This is an optimization exercise on Yosys and OpenROAD, whose aim is small area, a short achievable clock period and few clock cycles, not a production implementation.
RTL that was checked went through simulation tests only; none was proved equivalent to the original.
No activity file was given, so power comes from the tool's default toggle rates.

==> inputs of wip/sierra <==
==> flow/design.v <==
`default_nettype none
package mmts_pkg;
  localparam int unsigned TIME_W        = 16;
  localparam int unsigned ID_W          = 8;
  localparam int unsigned SLICE_W       = 8;
  localparam int unsigned MODE_W        = 2;
  localparam int unsigned QUANT_W       = 8;
  localparam int unsigned CFG_IDX_W     = 1;
  localparam int unsigned CFG_DATA_W    = 8;
  localparam int unsigned DEF_MAX_TASKS = 16;
endpackage
`default_nettype wire
`default_nettype none
module multi_mode_task_scheduler #(
  parameter int unsigned MAX_TASKS = 16
) (
  input  wire          clk_i,
  input  wire          rst_ni,
  input  wire          cfg_we_i,
  input  wire [0:0]    cfg_index_i,
  input  wire [7:0]    cfg_wdata_i,
  input  wire          in_valid_i,
  output logic         in_ready_o,
  input  wire          operation_i,
  input  wire [7:0]    task_id_i,
  input  wire [15:0]   arrival_time_i,
  input  wire [15:0]   burst_length_i,
  output logic         out_valid_o,
  input  wire          out_ready_i,
  output logic [15:0]  current_time_o,
  output logic         load_rejected_o,
  output logic         running_valid_o,
  output logic [7:0]   running_id_o,
  output logic         finished_o,
  output logic [15:0]  turnaround_time_o,
  output logic [15:0]  waiting_time_o,
  output logic [15:0]  response_time_o,
  output logic         all_done_o
);
  localparam int N = 16;
  logic [1:0]   mode_q;
  logic [7:0]   quantum_q;
  logic [15:0]  time_q;
  logic [7:0]   slice_q;
  logic         exp_q;                             
  logic [15:0]  act_rem_q;                         
  logic [N-1:0] used_q, inq_q, run_q, cand_q;      
  logic         anyq_q;                            
  logic [N-1:0] joined_q, started_q;               
  logic [N*8-1:0]  id_q;
  logic [N*16-1:0] arr_q, rm_q, first_q;
  logic [N*17-1:0] ab_q;                           
  logic [N*N-1:0] b_q, s_q, q_q;
  logic         in_v_q, in_op_q;
  logic [7:0]   in_id_q;
  logic [15:0]  x_q;      
  logic [15:0]  z_q;      
  logic         s1_v_q, s1_tinc_q, s1_rej_q, s1_runv_q, s1_fin_q, s1_alld_q;
  logic [3:0]   s1_last_q;
  logic         s2_v_q, out_valid_q;
  logic s2_free, s1_free, ex_go, acc, tick, load;
  assign s2_free     = !s2_v_q || !out_valid_q || out_ready_i;
  assign s1_free     = !s1_v_q || s2_free;
  assign ex_go       = in_v_q && s1_free;
  assign in_ready_o  = !in_v_q || s1_free;
  assign out_valid_o = out_valid_q;
  assign acc  = in_valid_i && in_ready_o;
  assign tick = ex_go && in_op_q;
  assign load = ex_go && !in_op_q;
  function automatic logic le16(input logic [15:0] a, input logic [15:0] b);
    logic [15:0] g, e;
    logic [7:0]  g1, e1;
    logic [3:0]  g2, e2;
    logic [1:0]  g3, e3;
    g = ~a & b;
    e = ~(a ^ b);
    for (int k = 0; k < 8; k++) begin
      g1[k] = g[2*k+1] | (e[2*k+1] & g[2*k]);
      e1[k] = e[2*k+1] & e[2*k];
    end
    for (int k = 0; k < 4; k++) begin
      g2[k] = g1[2*k+1] | (e1[2*k+1] & g1[2*k]);
      e2[k] = e1[2*k+1] & e1[2*k];
    end
    for (int k = 0; k < 2; k++) begin
      g3[k] = g2[2*k+1] | (e2[2*k+1] & g2[2*k]);
      e3[k] = e2[2*k+1] & e2[2*k];
    end
    le16 = g3[1] | (e3[1] & (g3[0] | e3[0]));
  endfunction
  function automatic logic is_pred(input logic [15:0] z, input logic [15:0] r);
    logic [15:0] y;
    logic        ok;
    y  = ~r;
    ok = !(z[0] ^ y[0]);
    for (int p = 0; p < 15; p++) begin
      ok = ok && ((z[p+1] ^ y[p+1]) == (z[p] | y[p]));
    end
    is_pred = ok;
  endfunction
  logic [N-1:0] rlt, req;
  always_comb begin
    for (int i = 0; i < N; i++) begin
      rlt[i] = le16(z_q, rm_q[i*16 +: 16]);
      req[i] = is_pred(z_q, rm_q[i*16 +: 16]);
    end
  end
  logic         is_srtf, is_rr, act_v, expire, anyq, anyw, r_wins, keep_run;
  logic         newsel, preempt, selv, fin;
  logic [N-1:0] cand, x_rr, x_p, x_all, vset, win, sel, inq_next, run_next, brow, live;
  logic [15:0]  rm_w, time_p1;
  assign is_srtf = (mode_q == 2'd1);
  assign is_rr   = (mode_q == 2'd2);
  assign act_v   = |run_q;
  assign expire  = is_rr && exp_q && act_v;
  assign anyq    = anyq_q;
  assign cand    = cand_q;
  assign x_rr    = expire ? run_q : '0;
  assign vset    = (is_rr && anyq) ? inq_q : is_rr ? cand : (inq_q | cand);
  logic [N-1:0]   mm [N];
  logic [N*N-1:0] se;
  always_comb begin
    brow = '0;
    for (int i = 0; i < N; i++) begin
      mm[i][i] = 1'b1;
      for (int j = i + 1; j < N; j++) begin
        if (run_q[i])      se[i*N+j] = rlt[j] || (req[j] && b_q[i*N+j]);
        else if (run_q[j]) se[i*N+j] = !(rlt[i] || (req[i] && !b_q[i*N+j]));
        else               se[i*N+j] = s_q[i*N+j];
        mm[i][j] = is_srtf ? s_q[i*N+j] : (is_rr && anyq) ? q_q[i*N+j] : b_q[i*N+j];
        mm[j][i] = !mm[i][j];
        brow[j] = brow[j] | (run_q[i] && b_q[i*N+j]);
        brow[i] = brow[i] | (run_q[j] && !b_q[i*N+j]);
      end
    end
    for (int i = 0; i < N; i++) begin
      win[i] = vset[i] && (&(~vset | mm[i]));
    end
  end
  assign live     = rlt | (req & brow);            
  assign anyw     = |win;
  assign r_wins   = !anyw || |(win & live);
  assign keep_run = act_v && (is_srtf ? r_wins : is_rr ? (!expire || !anyw) : 1'b1);
  assign sel      = keep_run ? run_q : win;
  assign newsel   = (!keep_run && anyw) || (expire && !anyw);
  assign preempt  = is_srtf && act_v && !r_wins;
  assign x_p      = preempt ? run_q : '0;
  assign x_all    = x_rr | x_p;
  assign selv     = keep_run || anyw;
  always_comb begin
    rm_w = '0;
    for (int i = 0; i < N; i++) begin
      rm_w = rm_w | (win[i] ? rm_q[i*16 +: 16] : 16'd0);
    end
  end
  logic [15:0] act_rem_d;
  assign act_rem_d = (tick && selv) ? (keep_run ? z_q - 16'd1 : rm_w) : act_rem_q;
  assign fin      = keep_run ? (z_q == 16'd1) : (anyw && rm_w == 16'd0);
  assign inq_next = (inq_q | cand | x_all) & ~sel;
  assign run_next = fin ? '0 : sel;
  assign time_p1  = (time_q != 16'hFFFF) ? time_q + 16'd1 : time_q;
  logic [15:0] time_d, time_p1_d;
  assign time_d    = tick ? time_p1 : time_q;
  assign time_p1_d = (time_d != 16'hFFFF) ? time_d + 16'd1 : time_d;
  logic         alld_tick, alld_now, alive_one;
  logic [N-1:0] alive;
  assign alive     = used_q & (~joined_q | inq_q | run_q);
  assign alld_now  = (alive == '0);
  assign alive_one = $onehot(alive);
  assign alld_tick = alld_now || (alive_one && |(alive & sel) && fin);
  logic [N-1:0] ale;
  always_comb begin
    for (int i = 0; i < N; i++) begin
      ale[i] = le16(arr_q[i*16 +: 16], x_q);
    end
  end
  logic         reject, ld_en, arr_now;
  logic [N-1:0] newslot;
  assign reject  = used_q[N-1] || (z_q == 16'd0);
  assign ld_en   = load && !reject;
  assign newslot = ~used_q & {used_q[N-2:0], 1'b1};
  assign arr_now = le16(x_q, time_q);
  logic [7:0] quantum_d, q_eff_d, slice_inc, slice_d;
  assign quantum_d = (cfg_we_i && cfg_index_i == 1'b1) ? cfg_wdata_i : quantum_q;
  assign q_eff_d   = (quantum_d == 8'd0) ? 8'd1 : quantum_d;
  assign slice_inc = (slice_q != 8'hFF) ? slice_q + 8'd1 : slice_q;
  assign slice_d   = (tick && selv) ? (newsel ? 8'd1 : slice_inc) : slice_q;
  always_ff @(posedge clk_i or negedge rst_ni) begin
    if (!rst_ni) begin
      mode_q      <= 2'd0;
      quantum_q   <= 8'd1;
      time_q      <= '0;
      used_q      <= '0;
      inq_q       <= '0;
      anyq_q      <= 1'b0;
      run_q       <= '0;
      cand_q      <= '0;
      in_v_q      <= 1'b0;
      s1_v_q      <= 1'b0;
      s2_v_q      <= 1'b0;
      out_valid_q <= 1'b0;
    end else begin
      if (cfg_we_i && cfg_index_i == 1'b0) mode_q <= cfg_wdata_i[1:0];
      quantum_q <= quantum_d;
      if (tick) begin
        time_q <= time_p1;
        inq_q  <= inq_next;
        anyq_q <= |inq_next;
        run_q  <= run_next;
        cand_q <= used_q & ~(joined_q | cand_q) & ale;
      end
      if (ld_en) begin
        cand_q <= cand_q | (newslot & {N{arr_now}});
      end
      if (ld_en) begin
        used_q <= used_q | newslot;
      end
      in_v_q      <= acc || (in_v_q && !s1_free);
      s1_v_q      <= ex_go || (s1_v_q && !s2_free);
      s2_v_q      <= (s1_v_q && s2_free) || (s2_v_q && out_valid_q && !out_ready_i);
      out_valid_q <= s2_v_q || (out_valid_q && !out_ready_i);
    end
  end
  always_ff @(posedge clk_i) begin
    if (acc) begin
      in_op_q  <= operation_i;
      in_id_q  <= task_id_i;
    end
    slice_q <= slice_d;
    exp_q   <= (tick && selv) ? (newsel ? (q_eff_d == 8'd1) : (slice_inc >= q_eff_d))
                              : (slice_q >= q_eff_d);
    act_rem_q <= act_rem_d;
    z_q       <= (acc ? operation_i : in_op_q) ? act_rem_d : acc ? burst_length_i : z_q;
    x_q       <= (acc ? operation_i : in_op_q) ? time_p1_d : acc ? arrival_time_i : x_q;
    for (int i = 0; i < N; i++) begin
      if ((ld_en && newslot[i]) || (tick && run_q[i])) begin
        rm_q[i*16 +: 16] <= z_q - 16'd1;
      end
      if (ld_en && newslot[i]) begin
        id_q[i*8 +: 8]      <= in_id_q;
        arr_q[i*16 +: 16]   <= x_q;
        ab_q[i*17 +: 17]    <= {1'b0, x_q} + {1'b0, z_q};
        joined_q[i]  <= 1'b0;
        started_q[i] <= 1'b0;
      end
      if (tick) begin
        joined_q[i]  <= joined_q[i] | cand[i];
        if (sel[i]) begin
          started_q[i] <= 1'b1;
          if (!started_q[i]) first_q[i*16 +: 16] <= time_q;
        end
      end
    end
    for (int i = 0; i < N; i++) begin
      for (int j = i + 1; j < N; j++) begin
        if (ld_en && newslot[j]) begin
          b_q[i*N+j] <= ale[i];
          s_q[i*N+j] <= !(rlt[i] || (req[i] && !ale[i]));
        end
        if (tick) begin
          if (run_q[i] || run_q[j]) s_q[i*N+j] <= se[i*N+j];
          q_q[i*N+j] <= !x_all[i] && (x_all[j] || (cand[i] ? (cand[j] && b_q[i*N+j])
                                                            : (cand[j] || q_q[i*N+j])));
        end
      end
    end
  end
  always_ff @(posedge clk_i) begin
    if (ex_go) begin
      s1_tinc_q <= in_op_q && (time_q != 16'hFFFF);
      s1_rej_q  <= !in_op_q && reject;
      s1_runv_q <= in_op_q && selv;
      s1_fin_q  <= in_op_q && fin;
      s1_alld_q <= in_op_q ? alld_tick : (reject && alld_now);
      s1_last_q <= 4'd0;
      for (int i = 0; i < N; i++) begin
        if (sel[i]) s1_last_q <= 4'(i);
      end
    end
  end
  logic        s2_tinc_q, s2_rej_q, s2_runv_q, s2_fin_q, s2_alld_q;
  logic [15:0] s2_time_q, s2_arr_q, s2_first_q;
  logic [16:0] s2_ab_q;
  logic [7:0]  s2_id_q;
  logic        s3_free, s2_go;
  assign s3_free = !out_valid_q || out_ready_i;
  assign s2_go   = s1_v_q && (!s2_v_q || s3_free);
  logic [7:0]  id_l;
  logic [15:0] arr_l, first_l;
  logic [16:0] ab_l;
  always_comb begin
    id_l = '0; arr_l = '0; ab_l = '0; first_l = '0;
    for (int i = 0; i < N; i++) begin
      if (s1_last_q == 4'(i)) begin
        id_l    = id_q[i*8 +: 8];
        arr_l   = arr_q[i*16 +: 16];
        ab_l    = ab_q[i*17 +: 17];
        first_l = first_q[i*16 +: 16];
      end
    end
  end
  always_ff @(posedge clk_i) begin
    if (s2_go) begin
      s2_tinc_q  <= s1_tinc_q;
      s2_rej_q   <= s1_rej_q;
      s2_runv_q  <= s1_runv_q;
      s2_fin_q   <= s1_fin_q;
      s2_alld_q  <= s1_alld_q;
      s2_time_q  <= time_q;
      s2_id_q    <= id_l;
      s2_arr_q   <= arr_l;
      s2_ab_q    <= ab_l;
      s2_first_q <= first_l;
    end
  end
  logic [15:0] ta, wt, rt;
  logic [16:0] wt17;
  assign ta = s2_time_q - s2_arr_q;
  assign wt17 = {1'b0, s2_time_q} - s2_ab_q;
  assign wt = wt17[16] ? 16'd0 : wt17[15:0];
  assign rt = s2_first_q - s2_arr_q;
  always_ff @(posedge clk_i) begin
    if (s2_v_q && s3_free) begin
      current_time_o    <= s2_time_q - {15'd0, s2_tinc_q};
      load_rejected_o   <= s2_rej_q;
      running_valid_o   <= s2_runv_q;
      running_id_o      <= s2_runv_q ? s2_id_q : 8'd0;
      finished_o        <= s2_fin_q;
      turnaround_time_o <= s2_fin_q ? ta : 16'd0;
      waiting_time_o    <= s2_fin_q ? wt : 16'd0;
      response_time_o   <= s2_fin_q ? rt : 16'd0;
      all_done_o        <= s2_alld_q;
    end
  end
endmodule
`default_nettype wire
==> flow/run.sh <==
#!/bin/bash
# synth_recipe.tcl (not shown) runs the flow's synth.tcl, then flattens the netlist and writes it again
# the make line also repeats each setting of config.mk as NAME=value (left out here)
make -C /OpenROAD-flow-scripts/flow DESIGN_CONFIG=/design/flow/config.mk WORK_HOME=/design/flow/orfs CLKGATE_MAP_FILE= SYNTH_SCRIPT=/design/flow/synth_recipe.tcl finish
==> flow/config.mk <==
export PLATFORM = sky130hd
export DESIGN_NAME = multi_mode_task_scheduler
export DESIGN_NICKNAME = multi_mode_task_scheduler
export VERILOG_FILES = /design/flow/design.v
export SDC_FILE = /design/flow/constraint.sdc
export NUM_CORES = 4
export LEC_CHECK = 0
export CAP_MARGIN = 20
export CORE_MARGIN = 2
export CORE_UTILIZATION = 25
export PLACE_DENSITY = 0.35
export SETUP_SLACK_MARGIN = 3.2
export SLEW_MARGIN = 20
==> flow/constraint.sdc <==
create_clock -name core_clock -period 9.0 [get_ports {clk_i}]
set_input_delay 1.8000 -clock core_clock [delete_from_list [all_inputs] [get_ports {clk_i}]]
set_output_delay 1.8000 -clock core_clock [all_outputs]
set_load 0.01 [all_outputs]
==> wip/amber: changes against wip/sierra <==
--- a/flow/design.v
+++ b/flow/design.v
@@ -49,2 +49,3 @@
   logic [N-1:0] joined_q, started_q;               
+  logic [N-1:0] rmz_q;                             
   logic [N*8-1:0]  id_q;
@@ -58,6 +59,6 @@
   logic         s1_v_q, s1_tinc_q, s1_rej_q, s1_runv_q, s1_fin_q, s1_alld_q;
-  logic [3:0]   s1_last_q;
-  logic         s2_v_q, out_valid_q;
+  logic [N-1:0] s1_last_q;                        
+  logic         out_valid_q;
   logic s2_free, s1_free, ex_go, acc, tick, load;
-  assign s2_free     = !s2_v_q || !out_valid_q || out_ready_i;
+  assign s2_free     = !out_valid_q || out_ready_i;
   assign s1_free     = !s1_v_q || s2_free;
@@ -140,4 +141,4 @@
   assign live     = rlt | (req & brow);            
-  assign anyw     = |win;
-  assign r_wins   = !anyw || |(win & live);
+  assign anyw     = |vset;                         
+  assign r_wins   = &(~vset | live);               
   assign keep_run = act_v && (is_srtf ? r_wins : is_rr ? (!expire || !anyw) : 1'b1);
@@ -155,7 +156,28 @@
   end
-  logic [15:0] act_rem_d;
-  assign act_rem_d = (tick && selv) ? (keep_run ? z_q - 16'd1 : rm_w) : act_rem_q;
-  assign fin      = keep_run ? (z_q == 16'd1) : (anyw && rm_w == 16'd0);
-  assign inq_next = (inq_q | cand | x_all) & ~sel;
-  assign run_next = fin ? '0 : sel;
+  logic         fin_k, fin_w, anyq_next, two_vw;
+  logic [N-1:0] vw;
+  logic [15:0]  act_rem_d, z_d, z_k, z_n, z_other;
+  logic         next_op;
+  assign fin_k    = (z_q == 16'd1);
+  assign fin_w    = |(win & rmz_q);
+  assign fin      = keep_run ? fin_k : fin_w;
+  assign vw       = inq_q | cand | x_rr | ((is_srtf && act_v) ? run_q : '0);
+  assign inq_next = keep_run ? (inq_q | cand) : (vw & ~win);
+  always_comb begin
+    logic seen;
+    seen   = 1'b0;
+    two_vw = 1'b0;
+    for (int i = 0; i < N; i++) begin
+      two_vw = two_vw | (seen & vw[i]);
+      seen   = seen | vw[i];
+    end
+  end
+  assign anyq_next = keep_run ? |(inq_q | cand) : (anyw ? two_vw : |vw);
+  assign run_next  = keep_run ? (fin_k ? '0 : run_q) : (fin_w ? '0 : win);
+  assign act_rem_d = !tick ? act_rem_q : keep_run ? z_q - 16'd1 : rm_w;
+  assign next_op   = acc ? operation_i : in_op_q;
+  assign z_other   = acc ? burst_length_i : z_q;
+  assign z_k       = !next_op ? z_other : tick ? z_q - 16'd1 : act_rem_q;
+  assign z_n       = !next_op ? z_other : tick ? rm_w : act_rem_q;
+  assign z_d       = keep_run ? z_k : z_n;
   assign time_p1  = (time_q != 16'hFFFF) ? time_q + 16'd1 : time_q;
@@ -168,4 +190,14 @@
   assign alld_now  = (alive == '0);
-  assign alive_one = $onehot(alive);
-  assign alld_tick = alld_now || (alive_one && |(alive & sel) && fin);
+  always_comb begin
+    logic seen, two;
+    seen = 1'b0;
+    two  = 1'b0;
+    for (int i = 0; i < N; i++) begin
+      two  = two | (seen & alive[i]);
+      seen = seen | alive[i];
+    end
+    alive_one = seen & !two;
+  end
+  assign alld_tick = alld_now || (alive_one && (keep_run ? (|(alive & run_q) && fin_k)
+                                                        : (|(alive & win) && fin_w)));
   logic [N-1:0] ale;
@@ -199,3 +231,2 @@
       s1_v_q      <= 1'b0;
-      s2_v_q      <= 1'b0;
       out_valid_q <= 1'b0;
@@ -207,3 +238,3 @@
         inq_q  <= inq_next;
-        anyq_q <= |inq_next;
+        anyq_q <= anyq_next;
         run_q  <= run_next;
@@ -219,4 +250,3 @@
       s1_v_q      <= ex_go || (s1_v_q && !s2_free);
-      s2_v_q      <= (s1_v_q && s2_free) || (s2_v_q && out_valid_q && !out_ready_i);
-      out_valid_q <= s2_v_q || (out_valid_q && !out_ready_i);
+      out_valid_q <= (s1_v_q && s2_free) || (out_valid_q && !out_ready_i);
     end
@@ -232,3 +262,3 @@
     act_rem_q <= act_rem_d;
-    z_q       <= (acc ? operation_i : in_op_q) ? act_rem_d : acc ? burst_length_i : z_q;
+    z_q       <= z_d;
     x_q       <= (acc ? operation_i : in_op_q) ? time_p1_d : acc ? arrival_time_i : x_q;
@@ -237,2 +267,3 @@
         rm_q[i*16 +: 16] <= z_q - 16'd1;
+        rmz_q[i]         <= (z_q == 16'd1);
       end
@@ -257,6 +288,9 @@
           b_q[i*N+j] <= ale[i];
-          s_q[i*N+j] <= !(rlt[i] || (req[i] && !ale[i]));
+        end
+        if ((ld_en && newslot[j]) || (tick && (run_q[i] || run_q[j]))) begin
+          s_q[i*N+j] <= (!in_op_q) ? !(rlt[i] || (req[i] && !ale[i])) :
+                        run_q[i]   ? (rlt[j] || (req[j] && b_q[i*N+j])) :
+                                     !(rlt[i] || (req[i] && !b_q[i*N+j]));
         end
         if (tick) begin
-          if (run_q[i] || run_q[j]) s_q[i*N+j] <= se[i*N+j];
           q_q[i*N+j] <= !x_all[i] && (x_all[j] || (cand[i] ? (cand[j] && b_q[i*N+j])
@@ -274,18 +308,8 @@
       s1_alld_q <= in_op_q ? alld_tick : (reject && alld_now);
-      s1_last_q <= 4'd0;
-      for (int i = 0; i < N; i++) begin
-        if (sel[i]) s1_last_q <= 4'(i);
-      end
+      s1_last_q <= in_op_q ? sel : '0;
     end
   end
-  logic        s2_tinc_q, s2_rej_q, s2_runv_q, s2_fin_q, s2_alld_q;
-  logic [15:0] s2_time_q, s2_arr_q, s2_first_q;
-  logic [16:0] s2_ab_q;
-  logic [7:0]  s2_id_q;
-  logic        s3_free, s2_go;
-  assign s3_free = !out_valid_q || out_ready_i;
-  assign s2_go   = s1_v_q && (!s2_v_q || s3_free);
   logic [7:0]  id_l;
-  logic [15:0] arr_l, first_l;
-  logic [16:0] ab_l;
+  logic [15:0] arr_l, first_l, ta, wt, rt;
+  logic [16:0] ab_l, wt17;
   always_comb begin
@@ -293,41 +317,23 @@
     for (int i = 0; i < N; i++) begin
-      if (s1_last_q == 4'(i)) begin
-        id_l    = id_q[i*8 +: 8];
-        arr_l   = arr_q[i*16 +: 16];
-        ab_l    = ab_q[i*17 +: 17];
-        first_l = first_q[i*16 +: 16];
-      end
-    end
-  end
-  always_ff @(posedge clk_i) begin
-    if (s2_go) begin
-      s2_tinc_q  <= s1_tinc_q;
-      s2_rej_q   <= s1_rej_q;
-      s2_runv_q  <= s1_runv_q;
-      s2_fin_q   <= s1_fin_q;
-      s2_alld_q  <= s1_alld_q;
-      s2_time_q  <= time_q;
-      s2_id_q    <= id_l;
-      s2_arr_q   <= arr_l;
-      s2_ab_q    <= ab_l;
-      s2_first_q <= first_l;
+      id_l    = id_l    | (s1_last_q[i] ? id_q[i*8 +: 8]      : 8'd0);
+      arr_l   = arr_l   | (s1_last_q[i] ? arr_q[i*16 +: 16]   : 16'd0);
+      ab_l    = ab_l    | (s1_last_q[i] ? ab_q[i*17 +: 17]    : 17'd0);
+      first_l = first_l | (s1_last_q[i] ? first_q[i*16 +: 16] : 16'd0);
     end
   end
-  logic [15:0] ta, wt, rt;
-  logic [16:0] wt17;
-  assign ta = s2_time_q - s2_arr_q;
-  assign wt17 = {1'b0, s2_time_q} - s2_ab_q;
+  assign ta = time_q - arr_l;
+  assign wt17 = {1'b0, time_q} - ab_l;
   assign wt = wt17[16] ? 16'd0 : wt17[15:0];
-  assign rt = s2_first_q - s2_arr_q;
+  assign rt = first_l - arr_l;
   always_ff @(posedge clk_i) begin
-    if (s2_v_q && s3_free) begin
-      current_time_o    <= s2_time_q - {15'd0, s2_tinc_q};
-      load_rejected_o   <= s2_rej_q;
-      running_valid_o   <= s2_runv_q;
-      running_id_o      <= s2_runv_q ? s2_id_q : 8'd0;
-      finished_o        <= s2_fin_q;
-      turnaround_time_o <= s2_fin_q ? ta : 16'd0;
-      waiting_time_o    <= s2_fin_q ? wt : 16'd0;
-      response_time_o   <= s2_fin_q ? rt : 16'd0;
-      all_done_o        <= s2_alld_q;
+    if (s1_v_q && s2_free) begin
+      current_time_o    <= time_q - {15'd0, s1_tinc_q};
+      load_rejected_o   <= s1_rej_q;
+      running_valid_o   <= s1_runv_q;
+      running_id_o      <= id_l;
+      finished_o        <= s1_fin_q;
+      turnaround_time_o <= s1_fin_q ? ta : 16'd0;
+      waiting_time_o    <= s1_fin_q ? wt : 16'd0;
+      response_time_o   <= s1_fin_q ? rt : 16'd0;
+      all_done_o        <= s1_alld_q;
     end
--- a/flow/config.mk
+++ b/flow/config.mk
@@ -9,5 +9,7 @@
 export CORE_MARGIN = 2
-export CORE_UTILIZATION = 25
-export PLACE_DENSITY = 0.35
-export SETUP_SLACK_MARGIN = 3.2
+export CORE_UTILIZATION = 30
+export CTS_CLUSTER_DIAMETER = 100
+export CTS_CLUSTER_SIZE = 18
+export PLACE_DENSITY = 0.45
+export SETUP_SLACK_MARGIN = 4.5
 export SLEW_MARGIN = 20
==> wip/harbor: changes against wip/sierra <==
--- a/flow/design.v
+++ b/flow/design.v
@@ -49,2 +49,3 @@
   logic [N-1:0] joined_q, started_q;               
+  logic [N-1:0] rmz_q;                             
   logic [N*8-1:0]  id_q;
@@ -140,4 +141,4 @@
   assign live     = rlt | (req & brow);            
-  assign anyw     = |win;
-  assign r_wins   = !anyw || |(win & live);
+  assign anyw     = |vset;                         
+  assign r_wins   = &(~vset | live);               
   assign keep_run = act_v && (is_srtf ? r_wins : is_rr ? (!expire || !anyw) : 1'b1);
@@ -157,3 +158,3 @@
   assign act_rem_d = (tick && selv) ? (keep_run ? z_q - 16'd1 : rm_w) : act_rem_q;
-  assign fin      = keep_run ? (z_q == 16'd1) : (anyw && rm_w == 16'd0);
+  assign fin      = keep_run ? (z_q == 16'd1) : |(win & rmz_q);
   assign inq_next = (inq_q | cand | x_all) & ~sel;
@@ -168,3 +169,12 @@
   assign alld_now  = (alive == '0);
-  assign alive_one = $onehot(alive);
+  always_comb begin
+    logic seen, two;
+    seen = 1'b0;
+    two  = 1'b0;
+    for (int i = 0; i < N; i++) begin
+      two  = two | (seen & alive[i]);
+      seen = seen | alive[i];
+    end
+    alive_one = seen & !two;
+  end
   assign alld_tick = alld_now || (alive_one && |(alive & sel) && fin);
@@ -237,2 +247,3 @@
         rm_q[i*16 +: 16] <= z_q - 16'd1;
+        rmz_q[i]         <= (z_q == 16'd1);
       end
--- a/flow/config.mk
+++ b/flow/config.mk
@@ -11,3 +11,3 @@
 export PLACE_DENSITY = 0.35
-export SETUP_SLACK_MARGIN = 3.2
+export SETUP_SLACK_MARGIN = 4.0
 export SLEW_MARGIN = 20
==> notes.md <==
| quantity | wip/harbor | wip/sierra | wip/amber |
|---|---|---|---|
| Part of the power in combinational logic | 44.6% | 47.9% | 33.8% |
| Final clock-cell share | 5.911% | 6.423% | 3.437% |
| Drt first pass iters | 10 | 6 | 8 |
| Number of sinks handled by clock tree synthesis | 1900 | 1884 | 1833 |
| Result of the run | no timing/DRC/antenna violations | no timing/DRC/antenna violations | no timing/DRC/antenna violations |
| Buffer share of cell area | 6.437% | 4.403% | 7.784% |
| Hold Crit Endpoint | s2_fin_q$_DFFE_PP_ | load_rejected_o$_DFFE_PP_ | all_done_o$_DFFE_PP_ |
| IR drop worst, VDD | 0.1878 mV | 0.2207 mV | 0.1370 mV |
| Via count of the first global-routing pass | 82.87k | 82.52k | 78.47k |
| Die Span Y | 648.0 um | 650.0 um | 581.6 um |
| Final standard cell count with taps included and fillers excluded | 15.49k | 15.39k | 13.61k |
| Net switching share of the total power | 42.72% | 45.98% | 37.62% |
| Global placement routability congestion | 1.030 | 1.012 | 1.030 |
| P_leak | 47.52 nW | 46.52 nW | 45.18 nW |
| CP max stage delay | 950 ps | 910 ps | 530 ps |
| Minimum clock period after layout | 5664 ps | 5987 ps | 5199 ps |
Testbench counts of wip/amber, summed over its fixed seeds: cycles 11,053.
No functional check of the RTL was part of wip/sierra and wip/harbor.

-- static timing again, ports no longer ideal --
The results above use ideal ports. As a check the final layouts listed here were re-extracted and re-timed, cells and wires unchanged.
Step 1: set_driving_cell puts a clkbuf_16 on clk_i and a buf_2 on each other input, an assumption about the parent block.
Step 2, shift: input delay + t, output delay - t, t = (earliest + latest rising clock arrival at the registers) / 2. This alone moves slack from input paths to output paths.
Three values: ideal ports, drivers, drivers and shift; two values: the first two.
run	shift t [ns]	slack for setup (ns)	hold slack, ns	worst register clock-pin slew, ns	worst data-port slew with drivers (ns)
wip/sierra	1.063	3.013 / 3.013 / 2.558	0.424 / 0.424 / 0.424	0.07 / 0.07	0.10
wip/amber	0.976	3.801 / 3.801 / 3.597	0.441 / 0.441 / 0.441	0.09 / 0.09	0.13
wip/harbor	1.057	3.336 / 3.336 / 3.254	0.435 / 0.435 / 0.435	0.07 / 0.07	0.12
After both steps every run listed still meets setup and hold. For wip/sierra, which loses most, drivers alone change the setup slack by 0.000 ns; drivers and shift together by -0.455 ns.
